Background: an optimization exercise with open tools, aiming at a short achievable clock period and few clock cycles per item. Do not read the settings as production practice. In this exercise RTL edits were held to simulation tests only and were not proved equivalent to the original. No driver is modelled on the clock port, so clocking that relies on it looks cheaper here than on a real chip.

==> wip/xenon <==
## load_store_traffic_generator
module load_store_traffic_generator (
  input  logic        clk,
  input  logic        rst_n,
  input  logic        in_tvalid,
  output logic        in_tready,
  input  logic [7:0]  in_tdata,    
  output logic        out_tvalid,
  input  logic        out_tready,
  output logic [71:0] out_tdata,   
  input  logic        cfg_valid,
  output logic        cfg_ready,
  input  logic [2:0]  cfg_index,
  input  logic [63:0] cfg_data
);
  localparam int CW = $clog2(lstg_pkg::CREDITS + 1);
  logic [63:0] base_r;
  logic [4:0]  mode_oh_r;   
  logic [4:0]  mode_wr;
  logic [13:0] n_r;         
  logic [13:0] total_r;     
  logic        loads_r;
  logic [13:0] n_wr;
  logic [12:0] line_r;
  assign cfg_ready = 1'b1;
  assign n_wr    = lstg_pkg::clamp_count(cfg_data[12:0]);
  assign mode_wr = {cfg_data[2:0] == lstg_pkg::MODE_WTR, cfg_data[2:0] == lstg_pkg::MODE_RANDOM,
                    cfg_data[2:0] == lstg_pkg::MODE_SEQ, cfg_data[2:0] == lstg_pkg::MODE_NEXT,
                    cfg_data[2:0] == lstg_pkg::MODE_FIXED || cfg_data[2:0] > lstg_pkg::MODE_WTR};
  always_ff @(posedge clk) begin
    if (!rst_n) begin
      base_r  <= lstg_pkg::BASE_RESET;
      mode_oh_r <= 5'b00100;
      n_r     <= {1'b0, lstg_pkg::COUNT_RESET};
  ...
==> flow/config.mk <==
export PLATFORM = sky130hd
export DESIGN_NAME = load_store_traffic_generator
export DESIGN_NICKNAME = load_store_traffic_generator
export VERILOG_FILES = /design/flow/design.v
export SDC_FILE = /design/flow/constraint.sdc
export NUM_CORES = 4
export LEC_CHECK = 0
export ABC_CLOCK_PERIOD_IN_PS = 2500
export CAP_MARGIN = 20
export CORE_MARGIN = 2
export CORE_UTILIZATION = 65
export CTS_CLUSTER_DIAMETER = 100
export CTS_CLUSTER_SIZE = 26
export PLACE_DENSITY = 0.75
export SLEW_MARGIN = 20
==> flow/constraint.sdc <==
create_clock -name core_clock -period 10.0 [get_ports {clk}]
set_input_delay 2.0000 -clock core_clock [delete_from_list [all_inputs] [get_ports {clk}]]
set_output_delay 2.0000 -clock core_clock [all_outputs]
set_load 0.01 [all_outputs]
standard.sh (not shown) runs the stock make flow with config.mk's settings and CLKGATE_MAP_FILE= SYNTH_SCRIPT=/design/flow/synth_recipe.tcl, a recipe that flattens the netlist after the stock synthesis.
==> flow/flow/run.sh <==
#!/bin/bash
set -euo pipefail
MARGIN=7.1
RESULTS=orfs/results/${FLOW_PLATFORM:-sky130hd}/load_store_traffic_generator/base
bash standard.sh SETUP_SLACK_MARGIN=$MARGIN cts > run_cts.log 2>&1
ODB_FILE=$RESULTS/4_cts.odb CLOCK_PORT=clk MAX_LOADS=4 \
  openroad -no_init -exit flow/unroot.tcl > run_unroot.log 2>&1
bash standard.sh SETUP_SLACK_MARGIN=$MARGIN finish > run_finish.log 2>&1
Other scripts of this flow, unchanged in this note and not shown: flow/flow/unroot.tcl
==> inputs of wip/cedar, as changes to wip/xenon <==
--- a/flow/design.v
+++ b/flow/design.v
@@ -90,21 +90,20 @@
   output logic        out_tvalid,
   input  logic        out_tready,
   output logic [71:0] out_tdata,
   output logic        taken        
 );
   localparam int PTR_W = (DEPTH > 1) ? $clog2(DEPTH) : 1;
-  localparam int CNT_W = $clog2(DEPTH + 1);
   logic [71:0]      slot_r [DEPTH];
   logic [PTR_W-1:0] wr_ptr_r, rd_ptr_r;
-  logic [CNT_W-1:0] cnt_r;       
+  logic [DEPTH-1:0] cnt_r;       
   logic             ov_r, ov_n_r;
   logic [71:0]      o_r, o_n_r;    
   logic             load_o, f_empty, consume;
   logic [71:0]      cand;
-  assign f_empty = (cnt_r == '0);
+  assign f_empty = !cnt_r[0];
   assign load_o  = ov_n_r || out_tready;
   assign consume = load_o && (!f_empty || in_valid);
   assign cand    = f_empty ? in_data : slot_r[rd_ptr_r];
   always_ff @(posedge clk) begin
     if (!rst_n) begin
       ov_r     <= 1'b0;
@@ -114,13 +113,14 @@
       rd_ptr_r <= '0;
     end else begin
       ov_r   <= load_o ? (!f_empty || in_valid) : !ov_n_r;
       ov_n_r <= load_o ? !(!f_empty || in_valid) : ov_n_r;
       if (consume) rd_ptr_r <= (rd_ptr_r == PTR_W'(DEPTH - 1)) ? '0 : rd_ptr_r + PTR_W'(1);
       if (in_valid) wr_ptr_r <= (wr_ptr_r == PTR_W'(DEPTH - 1)) ? '0 : wr_ptr_r + PTR_W'(1);
-      cnt_r <= cnt_r + CNT_W'(in_valid) - CNT_W'(consume);
+      if (in_valid && !consume)      cnt_r <= {cnt_r[DEPTH-2:0], 1'b1};
+      else if (!in_valid && consume) cnt_r <= {1'b0, cnt_r[DEPTH-1:1]};
     end
   end
   always_ff @(posedge clk) begin
     o_r   <= load_o ? cand : ~o_n_r;
     o_n_r <= load_o ? ~cand : o_n_r;
     if (in_valid) slot_r[wr_ptr_r] <= in_data;
@@ -230,46 +230,64 @@
   always_ff @(posedge clk) begin
     for (int k = 0; k < 4; k++) s1_r[k] <= l3[k];
     s2_r[0] <= m4[0];
     s2_r[1] <= m4[1];
     s3_r    <= s2_r[0] + s2_r[1];
   end
-  logic [4:0]  eng_cnt_r;
+  localparam logic [5:0] E_SNAP = 6'd30;    
+  localparam logic [5:0] E_IDX  = 6'd29;    
+  localparam logic [5:0] E_MUL  = 6'd28;    
+  localparam logic [5:0] E_P0   = 6'd14;    
+  localparam logic [5:0] E_P1   = 6'd13;    
+  localparam logic [5:0] E_L0   = 6'd12;    
+  localparam logic [5:0] E_L1   = 6'd11;    
+  localparam logic [5:0] E_RES  = 6'd10;    
+  localparam logic [5:0] E_FIN  = 6'd9;     
+  logic [5:0]  eng_cnt_r;
+  logic [14:0] eng_d_r;        
+  logic [13:0] eng_iss_r;
   logic [13:0] eng_idx_r;
   logic [26:0] eng_s_r, eng_c_r;
-  logic [26:0] eng_p_r, eng_lo_r;
+  logic [14:0] eng_p0_r;
+  logic [26:0] eng_p_r;
+  logic [14:0] eng_l0_r;
+  logic [26:0] eng_lo_r;
   logic [63:0] eng_res_r;
   logic [50:0] eng_hp13_r;    
   logic [13:0] eng_lp_r;      
-  logic [13:0] idxs;
-  logic [14:0] idx_diff;
   logic        eng_done;
   logic [53:0] eng_step;
-  assign idx_diff = {1'b0, iss0_r} - {1'b0, n};
-  assign idxs     = (m_wtr && !idx_diff[14]) ? idx_diff[13:0] : (m_seq || m_wtr) ? iss0_r : 14'd0;
-  assign eng_done = (eng_cnt_r == 5'd1);
+  assign eng_done = (eng_cnt_r == 6'd1);
   assign eng_step = csa(eng_s_r << 1, eng_c_r << 1, eng_idx_r[13] ? {14'd0, line} : 27'd0);
   always_ff @(posedge clk) begin
     if (flush_seq) begin
-      eng_cnt_r <= 5'd21;
+      eng_cnt_r <= E_SNAP;
     end else if (eng_cnt_r != '0) begin
-      eng_cnt_r <= eng_cnt_r - 5'd1;
+      eng_cnt_r <= eng_cnt_r - 6'd1;
     end
-    if (eng_cnt_r == 5'd21) begin
-      eng_idx_r <= idxs;
+    if (eng_cnt_r == E_SNAP) begin
+      eng_d_r   <= {1'b0, iss0_r} - {1'b0, n};
+      eng_iss_r <= iss0_r;
+    end
+    if (eng_cnt_r == E_IDX) begin
+      eng_idx_r <= (m_wtr && !eng_d_r[14]) ? eng_d_r[13:0] : (m_seq || m_wtr) ? eng_iss_r : 14'd0;
       eng_s_r   <= '0;
       eng_c_r   <= '0;
-    end else if (eng_cnt_r > 5'd6) begin
+    end else if (eng_cnt_r <= E_MUL && eng_cnt_r > E_P0) begin
       eng_idx_r <= eng_idx_r << 1;
       eng_s_r   <= eng_step[26:0];
       eng_c_r   <= eng_step[53:27];
     end
-    if (eng_cnt_r == 5'd6) eng_p_r   <= eng_s_r + eng_c_r;
-    if (eng_cnt_r == 5'd5) eng_lo_r  <= {1'b0, base[25:0]} + eng_p_r;
-    if (eng_cnt_r == 5'd4) eng_res_r <= {eng_lo_r[26] ? base_hp26_r : base[63:26], eng_lo_r[25:0]};
-    if (eng_cnt_r == 5'd3) begin
+    if (eng_cnt_r == E_P0) eng_p0_r <= {1'b0, eng_s_r[13:0]} + {1'b0, eng_c_r[13:0]};
+    if (eng_cnt_r == E_P1) eng_p_r  <= {eng_s_r[26:14] + eng_c_r[26:14] + {12'd0, eng_p0_r[14]},
+                                        eng_p0_r[13:0]};
+    if (eng_cnt_r == E_L0) eng_l0_r <= {1'b0, base[13:0]} + {1'b0, eng_p_r[13:0]};
+    if (eng_cnt_r == E_L1) eng_lo_r <= {{1'b0, base[25:14]} + {1'b0, eng_p_r[25:14]}
+                                        + {12'd0, eng_l0_r[14]}, eng_l0_r[13:0]};
+    if (eng_cnt_r == E_RES) eng_res_r <= {eng_lo_r[26] ? base_hp26_r : base[63:26], eng_lo_r[25:0]};
+    if (eng_cnt_r == E_FIN) begin
       eng_hp13_r <= eng_res_r[63:13] + 51'd1;
       eng_lp_r   <= {1'b0, eng_res_r[12:0]} + {1'b0, line};
     end
   end
   logic        pa, rw;
   logic        is_start, is_issue, is_resp;
==> flow/flow/run.sh (replaced) <==
#!/bin/bash
set -euo pipefail
MARGIN=7.3
RESULTS=orfs/results/${FLOW_PLATFORM:-sky130hd}/load_store_traffic_generator/base
bash standard.sh SETUP_SLACK_MARGIN=$MARGIN cts > run_cts.log 2>&1
ODB_FILE=$RESULTS/4_cts.odb CLOCK_PORT=clk MAX_LOADS=4 \
  openroad -no_init -exit flow/unroot.tcl > run_unroot.log 2>&1
bash standard.sh SETUP_SLACK_MARGIN=$MARGIN finish > run_finish.log 2>&1
==> inputs of wip/lagoon, as changes to wip/xenon <==
--- a/flow/design.v
+++ b/flow/design.v
@@ -90,21 +90,20 @@
   output logic        out_tvalid,
   input  logic        out_tready,
   output logic [71:0] out_tdata,
   output logic        taken        
 );
   localparam int PTR_W = (DEPTH > 1) ? $clog2(DEPTH) : 1;
-  localparam int CNT_W = $clog2(DEPTH + 1);
   logic [71:0]      slot_r [DEPTH];
   logic [PTR_W-1:0] wr_ptr_r, rd_ptr_r;
-  logic [CNT_W-1:0] cnt_r;       
+  logic [DEPTH-1:0] cnt_r;       
   logic             ov_r, ov_n_r;
   logic [71:0]      o_r, o_n_r;    
   logic             load_o, f_empty, consume;
   logic [71:0]      cand;
-  assign f_empty = (cnt_r == '0);
+  assign f_empty = !cnt_r[0];
   assign load_o  = ov_n_r || out_tready;
   assign consume = load_o && (!f_empty || in_valid);
   assign cand    = f_empty ? in_data : slot_r[rd_ptr_r];
   always_ff @(posedge clk) begin
     if (!rst_n) begin
       ov_r     <= 1'b0;
@@ -114,13 +113,14 @@
       rd_ptr_r <= '0;
     end else begin
       ov_r   <= load_o ? (!f_empty || in_valid) : !ov_n_r;
       ov_n_r <= load_o ? !(!f_empty || in_valid) : ov_n_r;
       if (consume) rd_ptr_r <= (rd_ptr_r == PTR_W'(DEPTH - 1)) ? '0 : rd_ptr_r + PTR_W'(1);
       if (in_valid) wr_ptr_r <= (wr_ptr_r == PTR_W'(DEPTH - 1)) ? '0 : wr_ptr_r + PTR_W'(1);
-      cnt_r <= cnt_r + CNT_W'(in_valid) - CNT_W'(consume);
+      if (in_valid && !consume)      cnt_r <= {cnt_r[DEPTH-2:0], 1'b1};
+      else if (!in_valid && consume) cnt_r <= {1'b0, cnt_r[DEPTH-1:1]};
     end
   end
   always_ff @(posedge clk) begin
     o_r   <= load_o ? cand : ~o_n_r;
     o_n_r <= load_o ? ~cand : o_n_r;
     if (in_valid) slot_r[wr_ptr_r] <= in_data;
@@ -230,46 +230,64 @@
   always_ff @(posedge clk) begin
     for (int k = 0; k < 4; k++) s1_r[k] <= l3[k];
     s2_r[0] <= m4[0];
     s2_r[1] <= m4[1];
     s3_r    <= s2_r[0] + s2_r[1];
   end
-  logic [4:0]  eng_cnt_r;
+  localparam logic [5:0] E_SNAP = 6'd30;    
+  localparam logic [5:0] E_IDX  = 6'd29;    
+  localparam logic [5:0] E_MUL  = 6'd28;    
+  localparam logic [5:0] E_P0   = 6'd14;    
+  localparam logic [5:0] E_P1   = 6'd13;    
+  localparam logic [5:0] E_L0   = 6'd12;    
+  localparam logic [5:0] E_L1   = 6'd11;    
+  localparam logic [5:0] E_RES  = 6'd10;    
+  localparam logic [5:0] E_FIN  = 6'd9;     
+  logic [5:0]  eng_cnt_r;
+  logic [14:0] eng_d_r;        
+  logic [13:0] eng_iss_r;
   logic [13:0] eng_idx_r;
   logic [26:0] eng_s_r, eng_c_r;
-  logic [26:0] eng_p_r, eng_lo_r;
+  logic [14:0] eng_p0_r;
+  logic [26:0] eng_p_r;
+  logic [14:0] eng_l0_r;
+  logic [26:0] eng_lo_r;
   logic [63:0] eng_res_r;
   logic [50:0] eng_hp13_r;    
   logic [13:0] eng_lp_r;      
-  logic [13:0] idxs;
-  logic [14:0] idx_diff;
   logic        eng_done;
   logic [53:0] eng_step;
-  assign idx_diff = {1'b0, iss0_r} - {1'b0, n};
-  assign idxs     = (m_wtr && !idx_diff[14]) ? idx_diff[13:0] : (m_seq || m_wtr) ? iss0_r : 14'd0;
-  assign eng_done = (eng_cnt_r == 5'd1);
+  assign eng_done = (eng_cnt_r == 6'd1);
   assign eng_step = csa(eng_s_r << 1, eng_c_r << 1, eng_idx_r[13] ? {14'd0, line} : 27'd0);
   always_ff @(posedge clk) begin
     if (flush_seq) begin
-      eng_cnt_r <= 5'd21;
+      eng_cnt_r <= E_SNAP;
     end else if (eng_cnt_r != '0) begin
-      eng_cnt_r <= eng_cnt_r - 5'd1;
+      eng_cnt_r <= eng_cnt_r - 6'd1;
     end
-    if (eng_cnt_r == 5'd21) begin
-      eng_idx_r <= idxs;
+    if (eng_cnt_r == E_SNAP) begin
+      eng_d_r   <= {1'b0, iss0_r} - {1'b0, n};
+      eng_iss_r <= iss0_r;
+    end
+    if (eng_cnt_r == E_IDX) begin
+      eng_idx_r <= (m_wtr && !eng_d_r[14]) ? eng_d_r[13:0] : (m_seq || m_wtr) ? eng_iss_r : 14'd0;
       eng_s_r   <= '0;
       eng_c_r   <= '0;
-    end else if (eng_cnt_r > 5'd6) begin
+    end else if (eng_cnt_r <= E_MUL && eng_cnt_r > E_P0) begin
       eng_idx_r <= eng_idx_r << 1;
       eng_s_r   <= eng_step[26:0];
       eng_c_r   <= eng_step[53:27];
     end
-    if (eng_cnt_r == 5'd6) eng_p_r   <= eng_s_r + eng_c_r;
-    if (eng_cnt_r == 5'd5) eng_lo_r  <= {1'b0, base[25:0]} + eng_p_r;
-    if (eng_cnt_r == 5'd4) eng_res_r <= {eng_lo_r[26] ? base_hp26_r : base[63:26], eng_lo_r[25:0]};
-    if (eng_cnt_r == 5'd3) begin
+    if (eng_cnt_r == E_P0) eng_p0_r <= {1'b0, eng_s_r[13:0]} + {1'b0, eng_c_r[13:0]};
+    if (eng_cnt_r == E_P1) eng_p_r  <= {eng_s_r[26:14] + eng_c_r[26:14] + {12'd0, eng_p0_r[14]},
+                                        eng_p0_r[13:0]};
+    if (eng_cnt_r == E_L0) eng_l0_r <= {1'b0, base[13:0]} + {1'b0, eng_p_r[13:0]};
+    if (eng_cnt_r == E_L1) eng_lo_r <= {{1'b0, base[25:14]} + {1'b0, eng_p_r[25:14]}
+                                        + {12'd0, eng_l0_r[14]}, eng_l0_r[13:0]};
+    if (eng_cnt_r == E_RES) eng_res_r <= {eng_lo_r[26] ? base_hp26_r : base[63:26], eng_lo_r[25:0]};
+    if (eng_cnt_r == E_FIN) begin
       eng_hp13_r <= eng_res_r[63:13] + 51'd1;
       eng_lp_r   <= {1'b0, eng_res_r[12:0]} + {1'b0, line};
     end
   end
   logic        pa, rw;
   logic        is_start, is_issue, is_resp;
==> flow/flow/run.sh (replaced) <==
#!/bin/bash
set -euo pipefail
MARGIN=7.3
RESULTS=orfs/results/${FLOW_PLATFORM:-sky130hd}/load_store_traffic_generator/base
bash standard.sh SETUP_SLACK_MARGIN=$MARGIN cts > run_cts.log 2>&1
ODB_FILE=$RESULTS/4_cts.odb CLOCK_PORT=clk MAX_LOADS=4 \
  openroad -no_init -exit flow/unroot.tcl > run_unroot.log 2>&1
bash standard.sh SETUP_SLACK_MARGIN=$MARGIN finish > run_finish.log 2>&1
CORE_UTILIZATION = 72   (was 65)
PLACE_DENSITY = 0.8   (was 0.75)
==> qor summary <==
Logic depth of the worst setup path including buffers: wip/xenon 13; wip/lagoon 8; wip/cedar 1
Area delta synth->final: wip/xenon 10.9%; wip/lagoon 12.5%; wip/cedar 11.5%
Crit path arrival time: wip/xenon 3.30 ns; wip/lagoon 3.51 ns; wip/cedar 1.01 ns
Depth of the worst register-to-register path: wip/xenon 13; wip/lagoon 10; wip/cedar 9
Netlist Area Pre-Place: wip/xenon 69300 sq um; wip/lagoon 71200 sq um; wip/cedar 71200 sq um
Met1 routed wirelength after detailed routing: wip/xenon 76.5 mm; wip/lagoon 75.8 mm; wip/cedar 78.4 mm
Clock network area share: wip/xenon 2.24%; wip/lagoon 2.25%; wip/cedar 2.35%
Element type at the critical path end: wip/xenon flip-flop; wip/lagoon flip-flop; wip/cedar output pin
Mapped Cells: wip/xenon 6686; wip/lagoon 6850; wip/cedar 6850
End-of-flow core utilization: wip/xenon 72.8%; wip/lagoon 81.5%; wip/cedar 73.0%
Iteration count of the initial detailed-routing pass: wip/xenon 10; wip/lagoon 12; wip/cedar 9
Standard cell core area: wip/xenon 106000 sq um; wip/lagoon 98100 sq um; wip/cedar 109000 sq um
Outcome: wip/xenon timing/DRC/antenna clean; wip/lagoon timing/DRC/antenna clean; wip/cedar timing/DRC/antenna clean
Layout filler cell count: wip/xenon 7551; wip/lagoon 5821; wip/cedar 7641
Layout non-clock buf frac: wip/xenon 4.99%; wip/lagoon 5.71%; wip/cedar 5.08%
Area fraction in and, or, nand and nor cells after synthesis: wip/xenon 13.4%; wip/lagoon 13.7%; wip/cedar 13.7%
Testbench counts of wip/xenon, summed over its fixed seeds: cycles 56,580, items 53,091.
Testbench counts of wip/cedar, summed over its fixed seeds: cycles 56,579, items 53,091.
Testbench counts of wip/lagoon, summed over its fixed seeds: cycles 56,579, items 53,091.

==> what the ideal ports hide <==
No port has a modelled driver above. Below, the same layouts with a new extraction and two added sets of constraints.
Step 1, drivers: a clkbuf_16 drives clk and a buf_2 each remaining input, both assumed.
Step 2 times the ports against the registers' clock, not the clock port: input delays grow and output delays shrink by t, the midpoint of the rising clock arrivals with the driver on.
Three values: ideal ports, drivers, drivers and shift; two values: the first two.
| run | shift t [ns] | slack for setup (ns) | worst setup path at the end | cell pins on the clock port's net |
|---|---|---|---|---|
| wip/xenon | 0.665 | 6.941 / 6.861 / 6.523 | input to register | 4 |
| wip/cedar | 0.670 | 6.988 / 6.831 / 6.542 | input to register | 4 |
| wip/lagoon | 0.673 | 6.936 / 6.846 / 6.378 | input to register | 4 |
After both steps every run listed still meets setup and hold. For wip/lagoon, which loses most, drivers alone change the setup slack by -0.090 ns; drivers and shift together by -0.558 ns.
